This design comes from an exercise in tuning for small area on the open sky130 flow, not from production work.
In this exercise RTL edits were held to simulation tests only and were not proved equivalent to the original.
Power is estimated from default activity; no workload was simulated.

==> inputs of run P <==
// fmc_pbit_rx_deser
module fmc_pbit_rx_deser #(
  parameter int DATA_WIDTH     = 30,
  parameter int NUM_PBITS      = 1369,
  parameter int NUM_WORDS      = (NUM_PBITS + DATA_WIDTH - 1) / DATA_WIDTH,
  parameter int TIMEOUT_CYCLES = 64
) (
  input  logic                  clk,
  input  logic                  rst,
  input  logic [DATA_WIDTH-1:0] link_data,
  input  logic                  link_valid,
  input  logic                  link_sof,
  input  logic                  hold,
  output logic [NUM_PBITS-1:0]  pbits_out,
  output logic                  frame_done,
  output logic [15:0]           frame_count,
  output logic                  err_sync,
  output logic                  err_timeout,
  output logic                  err_overrun
);
clock: 8.0 ns
lec_check: 0
cap_margin: 20
core_area: 2 2 998 178
die_area: 0 0 1000 180
place_density: 0.8
slew_margin: 20
synth_hierarchical: 1
standard.sh (not shown) runs the stock make flow with config.mk's settings and CLKGATE_MAP_FILE= SYNTH_SCRIPT=/design/flow/synth_recipe.tcl, a recipe that flattens the netlist after the stock synthesis.
==> flow/flow/run.sh <==
#!/bin/bash
# The standard ORFS layout, with two changes to how it is built:
#  - ports are buffered with the smallest buffer (buf_1) instead of the default pick;
#  - the clock tree uses clkbuf_4 with small sink clusters and no dummy loads.
# Everything else (synthesis, floorplan, power grid, placement, routing) is standard.sh as is.
set -euo pipefail
export BUFFER_PORTS_ARGS="-buffer_cell sky130_fd_sc_hd__buf_1"
export CTS_ARGS="-sink_clustering_enable -repair_clock_nets -dont_use_dummy_load -buf_list sky130_fd_sc_hd__clkbuf_4 -sink_clustering_size 10 -sink_clustering_max_diameter 40"
bash standard.sh > standard_make.log 2>&1
==> run D (differences from run P) <==
==> flow/run.sh (new file) <==
#!/bin/bash
# synth_recipe.tcl (not shown) runs the flow's synth.tcl, then flattens the netlist and writes it again
# the make line also repeats each setting of config.mk as NAME=value (left out here)
make -C /OpenROAD-flow-scripts/flow DESIGN_CONFIG=/design/flow/config.mk WORK_HOME=/design/flow/orfs CLKGATE_MAP_FILE= SYNTH_SCRIPT=/design/flow/synth_recipe.tcl finish
--- a/flow/config.mk
+++ b/flow/config.mk
@@ -8,5 +8,4 @@
 export CAP_MARGIN = 20
-export CORE_AREA = 2 2 998 178
-export DIE_AREA = 0 0 1000 180
-export PLACE_DENSITY = 0.8
+export CORE_MARGIN = 2
+export CORE_UTILIZATION = 40
 export SLEW_MARGIN = 20
removed: flow/flow/run.sh
removed: flow/standard.sh
==> qor summary <==
Design Power: run D 0.0302 W; run P 0.0228 W
Data arrival, critical path: run D 4.89 ns; run P 5.15 ns
Sequential power share: run D 0.510; run P 0.677
Overall fraction of global-route tracks in use: run D 0.260; run P 0.256
Total die area: run D 214,000 um^2; run P 180,000 um^2
Wire length of the first global-routing pass: run D 414,000 um; run P 361,000 um
Starting DRT DRC Count: run D 5,656; run P 7,736
Clock tree buffer count of the final layout: run D 429; run P 319
Worst hold path startpoint: run D gap_q[0]; run P shadow_q[768]
Clock latency (worst-skew pair): run D 0.96 ns; run P 1.30 ns
Reported net switching power: run D 0.00700 W; run P 0.00589 W
IR drop worst, VDD: run D 0.235 mV; run P 0.130 mV
Met3 track utilization from global routing: run D 0.0881; run P 0.0385
Initial standard-cell utilization of the core: run D 0.402; run P 0.485
Run status: run D complete, no violations; run P complete, no violations
Highest metal layer with signal wires: run D met4; run P met5
Worst-case setup slack after placement: run D 3.02 ns; run P 2.93 ns
Via count: run D 58,919; run P 59,849
Switching part of the total: run D 0.232; run P 0.258
Maximum number of pins on one net before global-route repair: run D 241; run P 236

* * *

==> 01-07 <==
fmc_pbit_rx_deser again, from the RTL that the note above started with.
export LEC_CHECK = 0
export CAP_MARGIN = 20
export CORE_MARGIN = 2
export CORE_UTILIZATION = 40
export SLEW_MARGIN = 20
export SYNTH_HIERARCHICAL = 1
create_clock -name core_clock -period 8.0 [get_ports {clk}]
==> flow/flow/run.sh <==
#!/bin/bash
# The standard ORFS layout, with two changes to how it is built:
#  - ports are buffered with the smallest buffer (buf_1) instead of the default pick;
#  - the clock tree uses clkbuf_4 with small sink clusters and no dummy loads.
# Everything else (synthesis, floorplan, power grid, placement, routing) is standard.sh as is.
set -euo pipefail
export BUFFER_PORTS_ARGS="-buffer_cell sky130_fd_sc_hd__buf_1"
export CTS_ARGS="-sink_clustering_enable -repair_clock_nets -dont_use_dummy_load -buf_list sky130_fd_sc_hd__clkbuf_4 -sink_clustering_size 8 -sink_clustering_max_diameter 40"
bash standard.sh > standard_make.log 2>&1
==> 10-21 (differences from 01-07) <==
- PLACE_DENSITY: default -> 0.8
==> 03-09 (differences from 01-07) <==
- CORE_AREA: default -> 2 2 998 178
- CORE_MARGIN: 2 -> default
- CORE_UTILIZATION: 40 -> default
- DIE_AREA: default -> 0 0 1000 180
- PLACE_DENSITY: default -> 0.8
==> flow_metrics.tcl <==
set metrics [dict create \
    grt_pass1_vias 55679 \
    sequentialPower_mw 15.4 \
    run_status "finished clean" \
    antenna_found_initial 6 \
]
-- figures above: 03-09

==> flow_metrics.tcl <==
set metrics [dict create \
    run_status "finished clean" \
    antenna_found_initial 7 \
    hold_viol_final 0 \
    cts_sinks 2772 \
    syn_area_sq_um 84000 \
    sequentialPower_mw 15.4 \
]
-- figures above: 01-07

==> flow_metrics.tcl <==
set metrics [dict create \
    wl_met1_mm 105 \
    seq_cells 2772 \
    grt_pass1_vias 56159 \
    antenna_found_initial 19 \
    synthToLayoutAreaGrowth_pct 10.8 \
    run_status "finished clean" \
    dominant_cells "flip-flops and latches" \
    sequentialPower_mw 15.5 \
]
-- figures above: 10-21

[afterwards: timing with drivers on the ports]
Ports are ideal in the flow. The routed layouts listed here were re-timed in OpenROAD. Step 1 sets driving cells, clkbuf_16 on the clock port and buf_2 on the other inputs (assumed; they add their load-dependent delay and slew). Step 2 adds t to the input delays and takes it off the output delays; t is the mean of the earliest and latest rising clock arrival at the registers after step 1. Input paths then give back, and output paths get back, about the clock's delay inside the block. Slacks: no drivers / after step 1 / after step 2; pairs: no drivers / after step 1.
| run | t (ns) | setup WS [ns] | worst setup path at the end | slew at the worst register clock pin (ns) | worst data-port slew with drivers (ns) |
|---|---|---|---|---|---|
| run P | 1.285 | 3.934 / 3.961 / 2.678 | input to register | 0.13 / 0.13 | 0.08 |
| run D | 1.008 | 3.926 / 3.912 / 2.905 | input to register | 0.07 / 0.07 | 0.15 |
| 01-07 | 1.450 | 3.833 / 3.833 / 2.516 | input to register | 0.10 / 0.10 | 0.13 |
| 10-21 | 1.434 | 3.900 / 3.900 / 2.531 | input to register | 0.10 / 0.10 | 0.20 |
| 03-09 | 1.280 | 3.919 / 3.952 / 2.673 | input to register | 0.11 / 0.11 | 0.08 |
After both steps every run listed still meets setup and hold. The setup slack of 10-21, which loses most, moves by 0.000 ns with the drivers and by -1.369 ns with both steps.
